Context: an optimization exercise on an open-source flow, tuned for small area, a short achievable clock period and few clock cycles per item. The choices shown serve that exercise and are no tape-out recipe.
In this exercise RTL edits were held to simulation tests only and were not proved equivalent to the original.

Design rgb_hsv_converter, start of the top module:
module rgb_hsv_converter #(
  parameter int unsigned CHANNEL_BITS = 8
) (
  input  logic                         clk_i,
  input  logic                         rst_ni,
  input  logic                         cfg_we_i,
  input  logic                         cfg_wdata_i,
  input  logic                         pix_i_valid,
  output logic                         pix_i_ready,
  input  logic [CHANNEL_BITS-1:0]      pix_i_red,
  input  logic [CHANNEL_BITS-1:0]      pix_i_green,
  input  logic [CHANNEL_BITS-1:0]      pix_i_blue,
  input  logic [rhc_pkg::HUE_BITS-1:0] pix_i_hue,
  input  logic [CHANNEL_BITS-1:0]      pix_i_saturation,
  input  logic [CHANNEL_BITS-1:0]      pix_i_brightness,
  input  logic [CHANNEL_BITS-1:0]      pix_i_alpha,
  output logic                         pix_o_valid,
  input  logic                         pix_o_ready,
  output logic [CHANNEL_BITS-1:0]      pix_o_out_red,
  output logic [CHANNEL_BITS-1:0]      pix_o_out_green,
  output logic [CHANNEL_BITS-1:0]      pix_o_out_blue,
  output logic [rhc_pkg::HUE_BITS-1:0] pix_o_out_hue,
  output logic [CHANNEL_BITS-1:0]      pix_o_out_saturation,
  output logic [CHANNEL_BITS-1:0]      pix_o_out_brightness,
  output logic [CHANNEL_BITS-1:0]      pix_o_out_alpha
);
  localparam int unsigned NST = 9;   
  logic dir_q;
  logic en;
  always_ff @(posedge clk_i or negedge rst_ni) begin
    if (!rst_ni) begin
      dir_q <= 1'b0;
    end else if (cfg_we_i) begin
      dir_q <= cfg_wdata_i;
    end
  end
  logic [NST:1] vld_q;
  logic [NST:1] dir_s;
  logic [7:0]   alpha_s [NST+1];
  assign en          = !vld_q[NST] || pix_o_ready;
  assign pix_i_ready = en;
  always_ff @(posedge clk_i or negedge rst_ni) begin
    if (!rst_ni) begin
      vld_q <= '0;
    end else if (en) begin
      vld_q <= {vld_q[NST-1:1], pix_i_valid};
    end
  end
  assign alpha_s[0] = pix_i_alpha;
  always_ff @(posedge clk_i) begin
    if (en) begin
  ...
Size in the first run: roughly 4100 cells after synthesis, about 450 flip-flops.
==> flow/config.mk <==
export PLATFORM = sky130hd
export DESIGN_NAME = rgb_hsv_converter
export DESIGN_NICKNAME = rgb_hsv_converter
export VERILOG_FILES = /design/flow/design.v
export SDC_FILE = /design/flow/constraint.sdc
export NUM_CORES = 4
export LEC_CHECK = 0
export ABC_AREA = 1
export CAP_MARGIN = 20
export CORE_MARGIN = 2
export CORE_UTILIZATION = 40
export CTS_CLUSTER_DIAMETER = 100
export CTS_CLUSTER_SIZE = 24
export SETUP_SLACK_MARGIN = 5
export SLEW_MARGIN = 20
==> flow/constraint.sdc <==
create_clock -name core_clock -period 10.0 [get_ports {clk_i}]
set_input_delay 2.0000 -clock core_clock [delete_from_list [all_inputs] [get_ports {clk_i}]]
set_output_delay 2.0000 -clock core_clock [all_outputs]
set_load 0.01 [all_outputs]
run.sh (not shown) runs the stock make flow with config.mk's settings and CLKGATE_MAP_FILE= SYNTH_SCRIPT=/design/flow/synth_recipe.tcl, a recipe that flattens the netlist after the stock synthesis.
The baseline completed without violations.
Testbench counts at the start, summed over its fixed seeds: cycles 19,368, items 19,200.
Change:
==> flow/flow/run.sh (new file) <==
#!/bin/bash
set -euo pipefail
sed -e 's#"\${@:-finish}"#BUFFER_PORTS_ARGS="-buffer_cell sky130_fd_sc_hd__buf_2" "${@:-finish}"#' \
  -e 's/SETUP_SLACK_MARGIN=5 /SETUP_SLACK_MARGIN=5.5 /' \
  standard.sh > standard_own.sh
grep -q 'BUFFER_PORTS_ARGS' standard_own.sh
grep -q 'SETUP_SLACK_MARGIN=5.5 ' standard_own.sh
bash standard_own.sh > standard.log 2>&1
==> flow/standard.sh (new file) <==
#!/bin/bash
# synth_recipe.tcl (not shown) runs the flow's synth.tcl, then flattens the netlist and writes it again
# the make line also repeats each setting of config.mk as NAME=value (left out here)
make -C /OpenROAD-flow-scripts/flow DESIGN_CONFIG=/design/flow/config.mk WORK_HOME=/design/flow/orfs CLKGATE_MAP_FILE= SYNTH_SCRIPT=/design/flow/synth_recipe.tcl "${@:-finish}"
- CORE_UTILIZATION: 40 -> 55
- PLACE_DENSITY: unset -> 0.65
removed: flow/run.sh
After rerunning: Setup slack is better by 0.39 ns; fmax increases by about 9%; clock-buffer cell count increases by 6; final cell count decreases by about 4%; non-clock buffer count increases by 76.
Change:
==> flow/run.sh (new file) <==
#!/bin/bash
# synth_recipe.tcl (not shown) runs the flow's synth.tcl, then flattens the netlist and writes it again
# the make line also repeats each setting of config.mk as NAME=value (left out here)
make -C /OpenROAD-flow-scripts/flow DESIGN_CONFIG=/design/flow/config.mk WORK_HOME=/design/flow/orfs CLKGATE_MAP_FILE= SYNTH_SCRIPT=/design/flow/synth_recipe.tcl finish
- CORE_UTILIZATION: 55 -> 40
- PLACE_DENSITY: 0.65 -> unset
- TNS_END_PERCENT: unset -> 10
removed: flow/flow/run.sh
removed: flow/standard.sh
The changed run ran to the end with no violations.
Utilization falls by 18 points.
First-iteration DRC count fell by 0.68%.
Count of clock-buffer cells in the layout goes down by 6.
Clock skew decreases by 0.0036 ns.
Fmax shrinks by 8.6%.

rgb_hsv_converter again, from the RTL that the note above started with.
==> flow/config.mk <==
export PLATFORM = sky130hd
export DESIGN_NAME = rgb_hsv_converter
export DESIGN_NICKNAME = rgb_hsv_converter
export VERILOG_FILES = /design/flow/design.v
export SDC_FILE = /design/flow/constraint.sdc
export NUM_CORES = 4
export LEC_CHECK = 0
export ABC_AREA = 1
export CAP_MARGIN = 20
export CORE_MARGIN = 2
export CORE_UTILIZATION = 55
export CTS_CLUSTER_DIAMETER = 100
export CTS_CLUSTER_SIZE = 24
export PLACE_DENSITY = 0.65
export SETUP_SLACK_MARGIN = 5
export SLEW_MARGIN = 20
==> flow/constraint.sdc <==
create_clock -name core_clock -period 10.0 [get_ports {clk_i}]
set_input_delay 2.0000 -clock core_clock [delete_from_list [all_inputs] [get_ports {clk_i}]]
set_output_delay 2.0000 -clock core_clock [all_outputs]
set_load 0.01 [all_outputs]
standard.sh (not shown) runs the stock make flow with config.mk's settings and CLKGATE_MAP_FILE= SYNTH_SCRIPT=/design/flow/synth_recipe.tcl, a recipe that flattens the netlist after the stock synthesis.
==> flow/flow/run.sh <==
#!/bin/bash
set -euo pipefail
sed -e 's#"\${@:-finish}"#BUFFER_PORTS_ARGS="-buffer_cell sky130_fd_sc_hd__buf_2" "${@:-finish}"#' \
  -e 's/SETUP_SLACK_MARGIN=5 /SETUP_SLACK_MARGIN=5.4 /' \
  standard.sh > standard_own.sh
grep -q 'BUFFER_PORTS_ARGS' standard_own.sh
grep -q 'SETUP_SLACK_MARGIN=5.4 ' standard_own.sh
bash standard_own.sh > standard.log 2>&1
Testbench counts at the start, summed over its fixed seeds: cycles 19,368, items 19,200.
Change:
==> flow/run.sh (new file) <==
#!/bin/bash
# synth_recipe.tcl (not shown) runs the flow's synth.tcl, then flattens the netlist and writes it again
# the make line also repeats each setting of config.mk as NAME=value (left out here)
make -C /OpenROAD-flow-scripts/flow DESIGN_CONFIG=/design/flow/config.mk WORK_HOME=/design/flow/orfs CLKGATE_MAP_FILE= SYNTH_SCRIPT=/design/flow/synth_recipe.tcl finish
Settings changed: CORE_UTILIZATION 55 to 40, CTS_CLUSTER_DIAMETER 100 to not set, CTS_CLUSTER_SIZE 24 to not set, PLACE_DENSITY 0.65 to not set.
removed: flow/flow/run.sh
removed: flow/standard.sh
Outcome: Die area climbs by 37%. Critical path depth is lower by 19. Count of clock-buffer cells in the layout rose by 31. Utilization went down by 15 points. Worst setup slack degrades by 0.36 ns. Final area rose by 3.3%. Via count came out lower by 0.79%. Clock skew is lower by 0.0033 ns.
Change:
Settings changed: ABC_AREA 1 to not set.
The new run finished clean.
Routed wire length goes down by 3.6%.
Register-to-register slack got worse by 0.19 ns.
Synthesized area came out lower by 1.1%.
Worst setup slack gets better by 0.041 ns.
Worst hold slack got worse by 0.0043 ns.
Final area goes up by 0.86%.
Change:
==> flow/flow/run.sh (new file) <==
#!/bin/bash
# layout flow: the standard flow (standard.sh), with the port buffers
# made from sky130_fd_sc_hd__buf_2 instead of the flow's default pick.
# each tool's output stays in the ORFS logs under orfs/logs; make's own
# output goes to standard.log.
set -euo pipefail
sed -e 's#"\${@:-finish}"#BUFFER_PORTS_ARGS="-buffer_cell sky130_fd_sc_hd__buf_2" "${@:-finish}"#' \
  standard.sh > standard_own.sh
grep -q 'BUFFER_PORTS_ARGS' standard_own.sh
bash standard_own.sh > standard.log 2>&1
==> flow/standard.sh (new file) <==
#!/bin/bash
# synth_recipe.tcl (not shown) runs the flow's synth.tcl, then flattens the netlist and writes it again
# the make line also repeats each setting of config.mk as NAME=value (left out here)
make -C /OpenROAD-flow-scripts/flow DESIGN_CONFIG=/design/flow/config.mk WORK_HOME=/design/flow/orfs CLKGATE_MAP_FILE= SYNTH_SCRIPT=/design/flow/synth_recipe.tcl "${@:-finish}"
Settings changed: ABC_AREA set to 1, CORE_UTILIZATION 40 to 55, CTS_CLUSTER_DIAMETER set to 100, CTS_CLUSTER_SIZE set to 24, PLACE_DENSITY set to 0.65.
removed: flow/run.sh
Die area drops by 26%. Global-route usage came out higher by 6.5 points. Worst setup slack gets worse by 0.011 ns. Count of clock-buffer cells in the layout came out lower by 30.

Another version of the RTL of rgb_hsv_converter (not shown whole).
Size: ~3,300 cells after synthesis.
Design rgb_hsv_converter, start of the top module:
module rgb_hsv_converter #(
  parameter int unsigned CHANNEL_BITS = 8
) (
  input  logic                         clk_i,
  input  logic                         rst_ni,
  input  logic                         cfg_we_i,
  input  logic                         cfg_wdata_i,
  input  logic                         pix_i_valid,
  output logic                         pix_i_ready,
  input  logic [CHANNEL_BITS-1:0]      pix_i_red,
  input  logic [CHANNEL_BITS-1:0]      pix_i_green,
  input  logic [CHANNEL_BITS-1:0]      pix_i_blue,
  input  logic [rhc_pkg::HUE_BITS-1:0] pix_i_hue,
  input  logic [CHANNEL_BITS-1:0]      pix_i_saturation,
  input  logic [CHANNEL_BITS-1:0]      pix_i_brightness,
  input  logic [CHANNEL_BITS-1:0]      pix_i_alpha,
  output logic                         pix_o_valid,
  input  logic                         pix_o_ready,
  output logic [CHANNEL_BITS-1:0]      pix_o_out_red,
  output logic [CHANNEL_BITS-1:0]      pix_o_out_green,
  output logic [CHANNEL_BITS-1:0]      pix_o_out_blue,
  output logic [rhc_pkg::HUE_BITS-1:0] pix_o_out_hue,
  output logic [CHANNEL_BITS-1:0]      pix_o_out_saturation,
  output logic [CHANNEL_BITS-1:0]      pix_o_out_brightness,
  output logic [CHANNEL_BITS-1:0]      pix_o_out_alpha
);
  localparam int unsigned NST = 9;   
  logic dir_q;
  logic en;
  always_ff @(posedge clk_i or negedge rst_ni) begin
    if (!rst_ni) begin
      dir_q <= 1'b0;
    end else if (cfg_we_i) begin
      dir_q <= cfg_wdata_i;
    end
  end
  logic [NST:1] vld_q;
  logic [NST:1] dir_s;
  logic [7:0]   alpha_s [NST+1];
  assign en          = !vld_q[NST] || pix_o_ready;
  assign pix_i_ready = en;
  always_ff @(posedge clk_i or negedge rst_ni) begin
    if (!rst_ni) begin
      vld_q <= '0;
    end else if (en) begin
      vld_q <= {vld_q[NST-1:1], pix_i_valid};
    end
  end
  assign alpha_s[0] = pix_i_alpha;
  always_ff @(posedge clk_i) begin
    if (en) begin
      dir_s <= {dir_s[NST-1:1], dir_q};
      for (int k = 1; k <= NST; k++) alpha_s[k] <= alpha_s[k-1];
    end
  end
  logic [26:0] f1_d;   
  always_comb begin
    logic [7:0] r, g, b, mx, mid, mn;
  ...
clock: 10.0 ns
lec_check: 0
cap_margin: 20
core_margin: 2
core_utilization: 65
place_density: 0.75
setup_slack_margin: 5
slew_margin: 20
run.sh (not shown) runs the stock make flow with config.mk's settings and CLKGATE_MAP_FILE= SYNTH_SCRIPT=/design/flow/synth_recipe.tcl, a recipe that flattens the netlist after the stock synthesis.
Stock flow here: none of the scripts above is used.
The starting point finished with timing, DRC and antenna clean.
Testbench counts at the start, summed over its fixed seeds: cycles 19,368, items 19,200.
Rerun with:
Settings changed: CORE_UTILIZATION 65 to 40, PLACE_DENSITY 0.75 to unset.
Outcome:
- wire length fell by about 3.3%
- global-route usage is lower by 12 points
- final cell count goes up by 11%
- via count is lower by 4.4%
- critical path depth is lower by 16
- synthesized area does not change
- hold slack loses 0.015 ns

== lane 4 ==
RTL: one of the versions met above, not the one the previous note started from.
For scale: ~4100 cells after synthesis, roughly 450 flip-flops, about 120 I/O pins, ~35000 µm² of cells after synthesis.
==> flow/design.v (excerpt) <==
module rgb_hsv_converter #(
  parameter int unsigned CHANNEL_BITS = 8
) (
  input  logic                         clk_i,
  input  logic                         rst_ni,
  input  logic                         cfg_we_i,
  input  logic                         cfg_wdata_i,
  input  logic                         pix_i_valid,
  output logic                         pix_i_ready,
  input  logic [CHANNEL_BITS-1:0]      pix_i_red,
  input  logic [CHANNEL_BITS-1:0]      pix_i_green,
  input  logic [CHANNEL_BITS-1:0]      pix_i_blue,
  input  logic [rhc_pkg::HUE_BITS-1:0] pix_i_hue,
  input  logic [CHANNEL_BITS-1:0]      pix_i_saturation,
  input  logic [CHANNEL_BITS-1:0]      pix_i_brightness,
  input  logic [CHANNEL_BITS-1:0]      pix_i_alpha,
  output logic                         pix_o_valid,
  input  logic                         pix_o_ready,
  output logic [CHANNEL_BITS-1:0]      pix_o_out_red,
  output logic [CHANNEL_BITS-1:0]      pix_o_out_green,
  output logic [CHANNEL_BITS-1:0]      pix_o_out_blue,
  output logic [rhc_pkg::HUE_BITS-1:0] pix_o_out_hue,
  output logic [CHANNEL_BITS-1:0]      pix_o_out_saturation,
  output logic [CHANNEL_BITS-1:0]      pix_o_out_brightness,
  output logic [CHANNEL_BITS-1:0]      pix_o_out_alpha
);
export LEC_CHECK = 0
export ABC_AREA = 1
export CAP_MARGIN = 20
export CORE_MARGIN = 2
export CORE_UTILIZATION = 40
export CTS_CLUSTER_DIAMETER = 100
export CTS_CLUSTER_SIZE = 24
export PLACE_DENSITY = 0.7
export SETUP_SLACK_MARGIN = 5
export SLEW_MARGIN = 20
create_clock -name core_clock -period 10.0 [get_ports {clk_i}]
Lane 4: done, clean on timing, DRC and antenna
Testbench counts of lane 4, summed over its fixed seeds: cycles 19,368, items 19,200.
The following lists how lane 1 was set up differently from lane 4:
diff --git a/flow/config.mk b/flow/config.mk
--- a/flow/config.mk
+++ b/flow/config.mk
@@ -8 +7,0 @@
-export ABC_AREA = 1
@@ -14 +12,0 @@
-export PLACE_DENSITY = 0.7
## What came out
Between lane 1 and lane 4, the difference in final worst-path cycle share is negligible. Lane 1: non-clock buffer count is 62 higher than what lane 4 reported. STATUS global-route wire length before repair: lane 1 wins against lane 4. Of lane 1 and lane 4, lane 1 shows the higher post-cts gate resize count, with lane 4 below it.

job 105:
RTL: one of the versions met above, not the one the previous note started from.
For scale: about 3300 cells after synthesis, ~120 I/O pins, roughly 0.035 mm^2 of cells after synthesis.
export LEC_CHECK = 0
export CAP_MARGIN = 20
export CORE_MARGIN = 2
export CORE_UTILIZATION = 65
export CTS_CLUSTER_DIAMETER = 100
export CTS_CLUSTER_SIZE = 24
export PLACE_DENSITY = 0.75
export SETUP_SLACK_MARGIN = 5
export SLEW_MARGIN = 20
create_clock -name core_clock -period 10.0 [get_ports {clk_i}]
Testbench counts of job 105, summed over its fixed seeds: cycles 19,368, items 19,200.
#### Input delta (job 101 over job 105)
Settings: CTS_CLUSTER_SIZE: 24 -> unset; CTS_CLUSTER_DIAMETER: 100 -> unset; CTS_BUF_LIST: unset -> sky130_fd_sc_hd__clkbuf_4 sky130_fd_sc_hd__clkbuf_8.
==> comparison <==
- Job 101 vs. job 105: initial antenna violation count rose 1; routed wire length rose 560 um.
- When the final numbers for job 105 and job 101 were put side by side, the count of inserted antenna diode cells turned out to be smaller in job 105.
- Higher global-route usage was reported by job 101, not job 105.
- Final worst-path cycle share up 0.39 points in job 101 wrt job 105
- Start point of the critical path: h2_q[9] -> job 105, u2_q[3] -> job 101
- Taking job 101 as 1.0, job 105 lands at 0.32 on count of clock-net buffers in the final layout.
- As far as parity-gate share of the synthesized area counting xor and xnor cells goes, job 101 and job 105 are indistinguishable; the numbers are identical.

static timing again, ports no longer ideal:
The results above use ideal ports. As a check the final layouts listed here were re-extracted and re-timed, cells and wires unchanged.
Step 1: set_driving_cell puts a clkbuf_16 on clk_i and a buf_2 on each other input, an assumption about the parent block.
Step 2 adds t to the input delays and takes it off the output delays; t is the mean of the earliest and latest rising clock arrival at the registers after step 1. Input paths then give back, and output paths get back, about the clock's delay inside the block.
Slacks: ideal / step 1 / step 2; pairs: ideal / step 1.
| run | t, ns | setup WS [ns] | clock arrival spread, ns |
|---|---|---|---|
| the first run of note 1 | 0.659 | 5.042 / 5.016 / 4.848 | 0.020 / 0.020 |
| the second run of note 1 | 0.655 | 5.435 / 5.435 / 5.132 | 0.020 / 0.020 |
| the third run of note 1 | 0.659 | 5.004 / 4.978 / 4.838 | 0.021 / 0.022 |
| the first run of note 2 | 0.649 | 5.404 / 5.404 / 5.318 | 0.026 / 0.026 |
| the second run of note 2 | 0.665 | 5.043 / 5.017 / 4.755 | 0.018 / 0.018 |
| the third run of note 2 | 0.640 | 5.084 / 5.084 / 4.559 | 0.036 / 0.036 |
| the fourth run of note 2 | 0.637 | 5.073 / 5.050 / 4.802 | 0.039 / 0.039 |
| the first run of note 3 | 0.642 | 4.953 / 4.953 / 4.681 | 0.028 / 0.028 |
| the second run of note 3 | 0.659 | 5.051 / 5.027 / 4.576 | 0.040 / 0.040 |
| lane 4 | 0.639 | 5.053 / 5.032 / 4.757 | 0.024 / 0.024 |
| lane 1 | 0.647 | 5.061 / 5.061 / 4.577 | 0.033 / 0.033 |
| job 105 | 0.623 | 4.965 / 4.965 / 4.608 | 0.027 / 0.028 |
| job 101 | 0.702 | 4.926 / 4.926 / 4.522 | 0.027 / 0.026 |
After both steps every run listed still meets setup and hold. For the third run of note 2, which loses most, drivers alone change the setup slack by 0.000 ns; drivers and shift together by -0.525 ns.
